This design comes from an exercise in tuning for small area, a short achievable clock period and few clock cycles per item on the open sky130 flow, not from production work.

==> inputs of branch cedar <==
==> flow/design.v <==
package game_pkg;
    localparam int CELL_BITS  = 5;
    localparam int LINE_CELLS = 4;
    localparam int NUM_LINES  = 4;
    localparam int LINE_BITS  = LINE_CELLS*CELL_BITS;
    typedef logic [CELL_BITS-1:0] cell_t;
    typedef logic [LINE_CELLS*CELL_BITS-1:0] line_t;
    typedef logic [NUM_LINES*LINE_CELLS*CELL_BITS-1:0] board_t;
    typedef logic [1:0] dir_t;
    typedef logic [3:0] pos_t;
    typedef logic [5:0] prob_t;
    typedef logic [1:0] line_idx_t;
    typedef logic [15:0] move_count_t;
    typedef logic [7:0] apb_addr_t;
    typedef logic [31:0] apb_data_t;
    typedef enum logic [1:0] {
        IDLE,
        LOAD,
        MERGE,
        STORE
    } move_state_t;
    localparam apb_addr_t ADDR_ROW0   = 8'h00;
    localparam apb_addr_t ADDR_ROW1   = 8'h04;
    localparam apb_addr_t ADDR_ROW2   = 8'h08;
    localparam apb_addr_t ADDR_ROW3   = 8'h0C;
    localparam apb_addr_t ADDR_CMD    = 8'h10;
    localparam apb_addr_t ADDR_STATUS = 8'h14;
    localparam cell_t SPAWN_FOUR = 5'd2;
    localparam cell_t SPAWN_TWO  = 5'd1;
endpackage
`timescale 1ns/1ns
module merge_engine (
    input  game_pkg::line_t line_in,
    output game_pkg::line_t line_out,
    output logic            moved
);
    game_pkg::cell_t c [4];
    game_pkg::cell_t s [4];
    game_pkg::cell_t o [4];
    logic [3:0] nz;
    logic m01, m12, m23;
    always_comb begin
        for (int i = 0; i < 4; i++) begin
            c[i]  = line_in[i*5 +: 5];
            nz[i] = (c[i] != '0);
        end
        for (int i = 0; i < 4; i++) s[i] = '0;
        begin
            int n;
            n = 0;
            for (int i = 0; i < 4; i++) begin
                if (nz[i]) begin
                    s[n] = c[i];
                    n++;
                end
            end
        end
        m01 = (s[0] != '0) && (s[0] == s[1]);
        m12 = (s[1] != '0) && (s[1] == s[2]);
        m23 = (s[2] != '0) && (s[2] == s[3]);
        if (m01) begin
            o[0] = s[0] + 5'd1;
            o[1] = m23 ? s[2] + 5'd1 : s[2];
            o[2] = m23 ? 5'd0 : s[3];
            o[3] = 5'd0;
        end else if (m12) begin
            o[0] = s[0];
            o[1] = s[1] + 5'd1;
            o[2] = s[3];
            o[3] = 5'd0;
        end else begin
            o[0] = s[0];
            o[1] = s[1];
            o[2] = m23 ? s[2] + 5'd1 : s[2];
            o[3] = m23 ? 5'd0 : s[3];
        end
        for (int i = 0; i < 4; i++) line_out[i*5 +: 5] = o[i];
        moved = m01 || m12 || m23 ||
                (!nz[0] && (nz[1] || nz[2] || nz[3])) ||
                (!nz[1] && (nz[2] || nz[3])) ||
                (!nz[2] && nz[3]);
    end
endmodule
`timescale 1ns/1ns
module game2048_top (
    input  logic                  clk,
    input  logic                  reset,
    input  logic                  psel,
    input  logic                  penable,
    input  logic                  pwrite,
    input  game_pkg::apb_addr_t   paddr,
    input  game_pkg::apb_data_t   pwdata,
    output game_pkg::apb_data_t   prdata,
    output logic                  pready,
    output logic                  pslverr
);
    game_pkg::board_t       board;
    game_pkg::board_t       permuted;
    game_pkg::board_t       merged;
    game_pkg::board_t       new_board;
    game_pkg::dir_t         dir;
    game_pkg::dir_t         perm_dir;
    game_pkg::pos_t         pos;
    game_pkg::pos_t         slot;
    game_pkg::prob_t        prob;
    game_pkg::move_count_t  move_count;
    logic                   merging;     
    logic                   restoring;   
    logic                   pending;     
    logic                   busy;
    logic                   movable_q;
    logic                   spawned_q;
    logic [3:0]             line_moved;
    logic                   movable;
    logic                   spawned;
    logic [15:0]            spawn_sel;
    logic access, wr, mapped, row_hit, cmd_hit, start;
    assign busy    = merging || pending;
    assign pready  = 1'b1;
    assign access  = psel && penable;
    assign wr      = access && pwrite;
    assign cmd_hit = (paddr == game_pkg::ADDR_CMD);
    always_comb begin
        prdata  = '0;
        mapped  = 1'b1;
        row_hit = 1'b0;
        case (paddr)
            game_pkg::ADDR_ROW0, game_pkg::ADDR_ROW1,
            game_pkg::ADDR_ROW2, game_pkg::ADDR_ROW3: begin
                row_hit = 1'b1;
                prdata  = game_pkg::apb_data_t'(
                    board[paddr[3:2]*game_pkg::LINE_BITS +: game_pkg::LINE_BITS]);
            end
            game_pkg::ADDR_CMD: begin
                prdata = game_pkg::apb_data_t'({prob, pos, dir});
            end
            game_pkg::ADDR_STATUS: begin
                prdata = {move_count, 13'b0, spawned_q, movable_q, busy};
            end
            default: begin
                mapped = 1'b0;
            end
        endcase
    end
    assign pslverr = access && (!mapped || (pwrite && cmd_hit && busy));
    assign start   = wr && cmd_hit && !busy;
    assign perm_dir = (restoring || pending) ? dir : pwdata[1:0];
    for (genvar k = 0; k < 4; k++) begin : g_perm
        for (genvar j = 0; j < 4; j++) begin : g_slot
            always_comb begin
                case (perm_dir)
                    2'd0:    permuted[(4*k+j)*5 +: 5] = board[(4*k+j)*5 +: 5];
                    2'd1:    permuted[(4*k+j)*5 +: 5] = board[(4*j+k)*5 +: 5];
                    2'd2:    permuted[(4*k+j)*5 +: 5] = board[(4*k+3-j)*5 +: 5];
                    default: permuted[(4*k+j)*5 +: 5] = board[(15-4*j-k)*5 +: 5];
                endcase
            end
        end
    end
    for (genvar k = 0; k < 4; k++) begin : g_line
        merge_engine u_merge (
            .line_in  (board[k*game_pkg::LINE_BITS +: game_pkg::LINE_BITS]),
            .line_out (merged[k*game_pkg::LINE_BITS +: game_pkg::LINE_BITS]),
            .moved    (line_moved[k])
        );
    end
    assign movable = |line_moved;
    always_comb begin
        case (dir)
            2'd0:    slot = pos;
            2'd1:    slot = {pos[1:0], pos[3:2]};
            2'd2:    slot = {pos[3:2], ~pos[1:0]};
            default: slot = {~pos[1:0], ~pos[3:2]};
        endcase
    end
    always_comb begin
        spawned = 1'b0;
        for (int i = 0; i < 16; i++) begin
            spawn_sel[i] = movable && (slot == 4'(i)) && (merged[i*5 +: 5] == '0);
            spawned = spawned | spawn_sel[i];
            new_board[i*5 +: 5] = merged[i*5 +: 5] |
                (spawn_sel[i] ? ((prob == '0) ? game_pkg::SPAWN_FOUR : game_pkg::SPAWN_TWO) : 5'd0);
        end
    end
    always_ff @(posedge clk) begin
        if (reset) begin
            board      <= '0;
            dir        <= '0;
            pos        <= '0;
            prob       <= '0;
            merging    <= 1'b0;
            restoring  <= 1'b0;
            pending    <= 1'b0;
            movable_q  <= 1'b0;
            spawned_q  <= 1'b0;
            move_count <= '0;
        end else begin
            merging   <= (start && !restoring) || pending;
            restoring <= merging;
            pending   <= start && restoring;
            if (merging) begin
                board     <= new_board;
                movable_q <= movable;
                spawned_q <= spawned;
                if (movable) move_count <= move_count + 1'b1;
            end else if (restoring || pending || start) begin
                board <= permuted;
            end else if (wr && row_hit) begin
                board[paddr[3:2]*game_pkg::LINE_BITS +: game_pkg::LINE_BITS] <=
                    pwdata[game_pkg::LINE_BITS-1:0];
            end
            if (start) begin
                dir  <= pwdata[1:0];
                pos  <= pwdata[5:2];
                prob <= pwdata[11:6];
            end
        end
    end
endmodule
==> flow/run.sh <==
#!/bin/bash
# synth_recipe.tcl (not shown) runs the flow's synth.tcl, then flattens the netlist and writes it again
# the make line also repeats each setting of config.mk as NAME=value (left out here)
make -C /OpenROAD-flow-scripts/flow DESIGN_CONFIG=/design/flow/config.mk WORK_HOME=/design/flow/orfs CLKGATE_MAP_FILE= SYNTH_SCRIPT=/design/flow/synth_recipe.tcl finish
==> flow/config.mk <==
export PLATFORM = sky130hd
export DESIGN_NAME = game2048_top
export DESIGN_NICKNAME = game2048_top
export VERILOG_FILES = /design/flow/design.v
export SDC_FILE = /design/flow/constraint.sdc
export NUM_CORES = 4
export LEC_CHECK = 0
export CAP_MARGIN = 20
export CORE_MARGIN = 2
export CORE_UTILIZATION = 40
export SLEW_MARGIN = 20
==> flow/constraint.sdc <==
create_clock -name core_clock -period 9.0 [get_ports {clk}]
set_input_delay 1.8000 -clock core_clock [delete_from_list [all_inputs] [get_ports {clk}]]
set_output_delay 1.8000 -clock core_clock [all_outputs]
set_load 0.01 [all_outputs]
==> inputs of branch raven, as changes to branch cedar <==
--- a/flow/design.v
+++ b/flow/design.v
@@ -97,3 +97,4 @@
     game_pkg::board_t       board;
-    game_pkg::board_t       permuted;
+    game_pkg::board_t       rotated;
+    game_pkg::board_t       merged_lines;
     game_pkg::board_t       merged;
@@ -101,10 +102,5 @@
     game_pkg::dir_t         dir;
-    game_pkg::dir_t         perm_dir;
     game_pkg::pos_t         pos;
-    game_pkg::pos_t         slot;
     game_pkg::prob_t        prob;
     game_pkg::move_count_t  move_count;
-    logic                   merging;     
-    logic                   restoring;   
-    logic                   pending;     
     logic                   busy;
@@ -117,3 +113,2 @@
     logic access, wr, mapped, row_hit, cmd_hit, start;
-    assign busy    = merging || pending;
     assign pready  = 1'b1;
@@ -146,11 +141,10 @@
     assign start   = wr && cmd_hit && !busy;
-    assign perm_dir = (restoring || pending) ? dir : pwdata[1:0];
-    for (genvar k = 0; k < 4; k++) begin : g_perm
+    for (genvar k = 0; k < 4; k++) begin : g_rot
         for (genvar j = 0; j < 4; j++) begin : g_slot
             always_comb begin
-                case (perm_dir)
-                    2'd0:    permuted[(4*k+j)*5 +: 5] = board[(4*k+j)*5 +: 5];
-                    2'd1:    permuted[(4*k+j)*5 +: 5] = board[(4*j+k)*5 +: 5];
-                    2'd2:    permuted[(4*k+j)*5 +: 5] = board[(4*k+3-j)*5 +: 5];
-                    default: permuted[(4*k+j)*5 +: 5] = board[(15-4*j-k)*5 +: 5];
+                case (dir)
+                    2'd0:    rotated[(4*k+j)*5 +: 5] = board[(4*k+j)*5 +: 5];
+                    2'd1:    rotated[(4*k+j)*5 +: 5] = board[(4*j+k)*5 +: 5];
+                    2'd2:    rotated[(4*k+j)*5 +: 5] = board[(4*k+3-j)*5 +: 5];
+                    default: rotated[(4*k+j)*5 +: 5] = board[(12-4*j+k)*5 +: 5];
                 endcase
@@ -161,4 +155,4 @@
         merge_engine u_merge (
-            .line_in  (board[k*game_pkg::LINE_BITS +: game_pkg::LINE_BITS]),
-            .line_out (merged[k*game_pkg::LINE_BITS +: game_pkg::LINE_BITS]),
+            .line_in  (rotated[k*game_pkg::LINE_BITS +: game_pkg::LINE_BITS]),
+            .line_out (merged_lines[k*game_pkg::LINE_BITS +: game_pkg::LINE_BITS]),
             .moved    (line_moved[k])
@@ -166,11 +160,15 @@
     end
+    for (genvar r = 0; r < 4; r++) begin : g_inv
+        for (genvar c = 0; c < 4; c++) begin : g_cell
+            always_comb begin
+                case (dir)
+                    2'd0:    merged[(4*r+c)*5 +: 5] = merged_lines[(4*r+c)*5 +: 5];
+                    2'd1:    merged[(4*r+c)*5 +: 5] = merged_lines[(4*c+r)*5 +: 5];
+                    2'd2:    merged[(4*r+c)*5 +: 5] = merged_lines[(4*r+3-c)*5 +: 5];
+                    default: merged[(4*r+c)*5 +: 5] = merged_lines[(4*c+3-r)*5 +: 5];
+                endcase
+            end
+        end
+    end
     assign movable = |line_moved;
-    always_comb begin
-        case (dir)
-            2'd0:    slot = pos;
-            2'd1:    slot = {pos[1:0], pos[3:2]};
-            2'd2:    slot = {pos[3:2], ~pos[1:0]};
-            default: slot = {~pos[1:0], ~pos[3:2]};
-        endcase
-    end
     always_comb begin
@@ -178,3 +176,3 @@
         for (int i = 0; i < 16; i++) begin
-            spawn_sel[i] = movable && (slot == 4'(i)) && (merged[i*5 +: 5] == '0);
+            spawn_sel[i] = movable && (pos == 4'(i)) && (merged[i*5 +: 5] == '0);
             spawned = spawned | spawn_sel[i];
@@ -190,5 +188,3 @@
             prob       <= '0;
-            merging    <= 1'b0;
-            restoring  <= 1'b0;
-            pending    <= 1'b0;
+            busy       <= 1'b0;
             movable_q  <= 1'b0;
@@ -197,6 +193,3 @@
         end else begin
-            merging   <= (start && !restoring) || pending;
-            restoring <= merging;
-            pending   <= start && restoring;
-            if (merging) begin
+            if (busy) begin
                 board     <= new_board;
@@ -205,4 +198,3 @@
                 if (movable) move_count <= move_count + 1'b1;
-            end else if (restoring || pending || start) begin
-                board <= permuted;
+                busy      <= 1'b0;
             end else if (wr && row_hit) begin
@@ -215,2 +207,3 @@
                 prob <= pwdata[11:6];
+                busy <= 1'b1;
             end
==> inputs of branch umber, as changes to branch cedar <==
--- a/flow/design.v
+++ b/flow/design.v
@@ -117,2 +117,4 @@
     logic access, wr, mapped, row_hit, cmd_hit, start;
+    logic [5:0] sel_d, sel_q;    
+    logic       err_d, err_q;
     assign busy    = merging || pending;
@@ -122,25 +124,24 @@
     assign cmd_hit = (paddr == game_pkg::ADDR_CMD);
-    always_comb begin
-        prdata  = '0;
-        mapped  = 1'b1;
-        row_hit = 1'b0;
-        case (paddr)
-            game_pkg::ADDR_ROW0, game_pkg::ADDR_ROW1,
-            game_pkg::ADDR_ROW2, game_pkg::ADDR_ROW3: begin
-                row_hit = 1'b1;
-                prdata  = game_pkg::apb_data_t'(
-                    board[paddr[3:2]*game_pkg::LINE_BITS +: game_pkg::LINE_BITS]);
-            end
-            game_pkg::ADDR_CMD: begin
-                prdata = game_pkg::apb_data_t'({prob, pos, dir});
-            end
-            game_pkg::ADDR_STATUS: begin
-                prdata = {move_count, 13'b0, spawned_q, movable_q, busy};
-            end
-            default: begin
-                mapped = 1'b0;
-            end
-        endcase
-    end
-    assign pslverr = access && (!mapped || (pwrite && cmd_hit && busy));
+    assign row_hit = (paddr[7:4] == 4'd0) && (paddr[1:0] == 2'd0);
+    assign mapped  = row_hit || cmd_hit || (paddr == game_pkg::ADDR_STATUS);
+    always_comb begin
+        for (int r = 0; r < 4; r++) sel_d[r] = row_hit && (paddr[3:2] == 2'(r));
+        sel_d[4] = cmd_hit;
+        sel_d[5] = (paddr == game_pkg::ADDR_STATUS);
+        err_d = !mapped || (pwrite && cmd_hit && !reset && (start || pending));
+    end
+    always_ff @(posedge clk) begin
+        sel_q <= sel_d;
+        err_q <= err_d;
+    end
+    always_comb begin
+        prdata = '0;
+        for (int r = 0; r < 4; r++) begin
+            prdata[game_pkg::LINE_BITS-1:0] = prdata[game_pkg::LINE_BITS-1:0] |
+                (board[r*game_pkg::LINE_BITS +: game_pkg::LINE_BITS] & {game_pkg::LINE_BITS{sel_q[r]}});
+        end
+        prdata[11:0] = prdata[11:0] | ({prob, pos, dir} & {12{sel_q[4]}});
+        prdata = prdata | ({move_count, 13'b0, spawned_q, movable_q, busy} & {32{sel_q[5]}});
+    end
+    assign pslverr = err_q;
     assign start   = wr && cmd_hit && !busy;
Settings changed: SETUP_SLACK_MARGIN from default to 4.0.
==> results.json <==
{
  "outcome": "no timing/DRC/antenna violations",
  "ys_types": 93,
  "clkCellAreaFrac": 0.0296,
  "wl_per_cell_um": 28.8,
  "ir_drop_uv": 139,
  "worst_pin_slew_ns": 1.29,
  "p_clk_frac": 0.438
}
That was branch cedar.
==> results.json <==
{
  "clkCellAreaFrac": 0.0288,
  "outcome": "no timing/DRC/antenna violations",
  "p_clk_frac": 0.450,
  "ys_types": 105,
  "grt_pass1_vias": 20500,
  "seq_cell_power_uw": 534,
  "worst_pin_slew_ns": 1.24,
  "wl_per_cell_um": 30.0
}
That was branch umber.
==> results.json <==
{
  "rows": 80,
  "wl_per_cell_um": 29.6,
  "ys_types": 115,
  "slowest_delay_ns": 0.86,
  "clkCellAreaFrac": 0.0135,
  "p_clk_frac": 0.387,
  "worst_pin_slew_ns": 1.29,
  "ir_drop_uv": 84.5,
  "vias": 23400,
  "outcome": "no timing/DRC/antenna violations",
  "setup.worst_path.end": "board[15]"
}
That was branch raven.
No functional check of the RTL was part of any run of this note.

-- static timing again, ports no longer ideal --
The results above use ideal ports. As a check the final layouts listed here were re-extracted and re-timed, cells and wires unchanged. Step 1: set_driving_cell puts a clkbuf_16 on clk and a buf_2 on each other input, an assumption about the parent block. Step 2 adds t to the input delays and takes it off the output delays; t is the mean of the earliest and latest rising clock arrival at the registers after step 1. Input paths then give back, and output paths get back, about the clock's delay inside the block. a / b / c = ideal / step 1 / step 2; a / b = the first two.
run	t (ns)	setup WS [ns]	hold WS [ns]	pins driven straight from the clock port
branch cedar	0.507	1.069 / 1.069 / 1.069	0.480 / 0.480 / 0.480	1
branch raven	0.420	0.717 / 0.717 / 0.717	0.490 / 0.490 / 0.490	1
branch umber	0.516	3.662 / 3.662 / 3.607	0.503 / 0.503 / 0.503	1
After both steps setup and hold are still met in every run listed. For branch umber, which loses most, drivers alone change the setup slack by 0.000 ns; drivers and shift together by -0.055 ns.
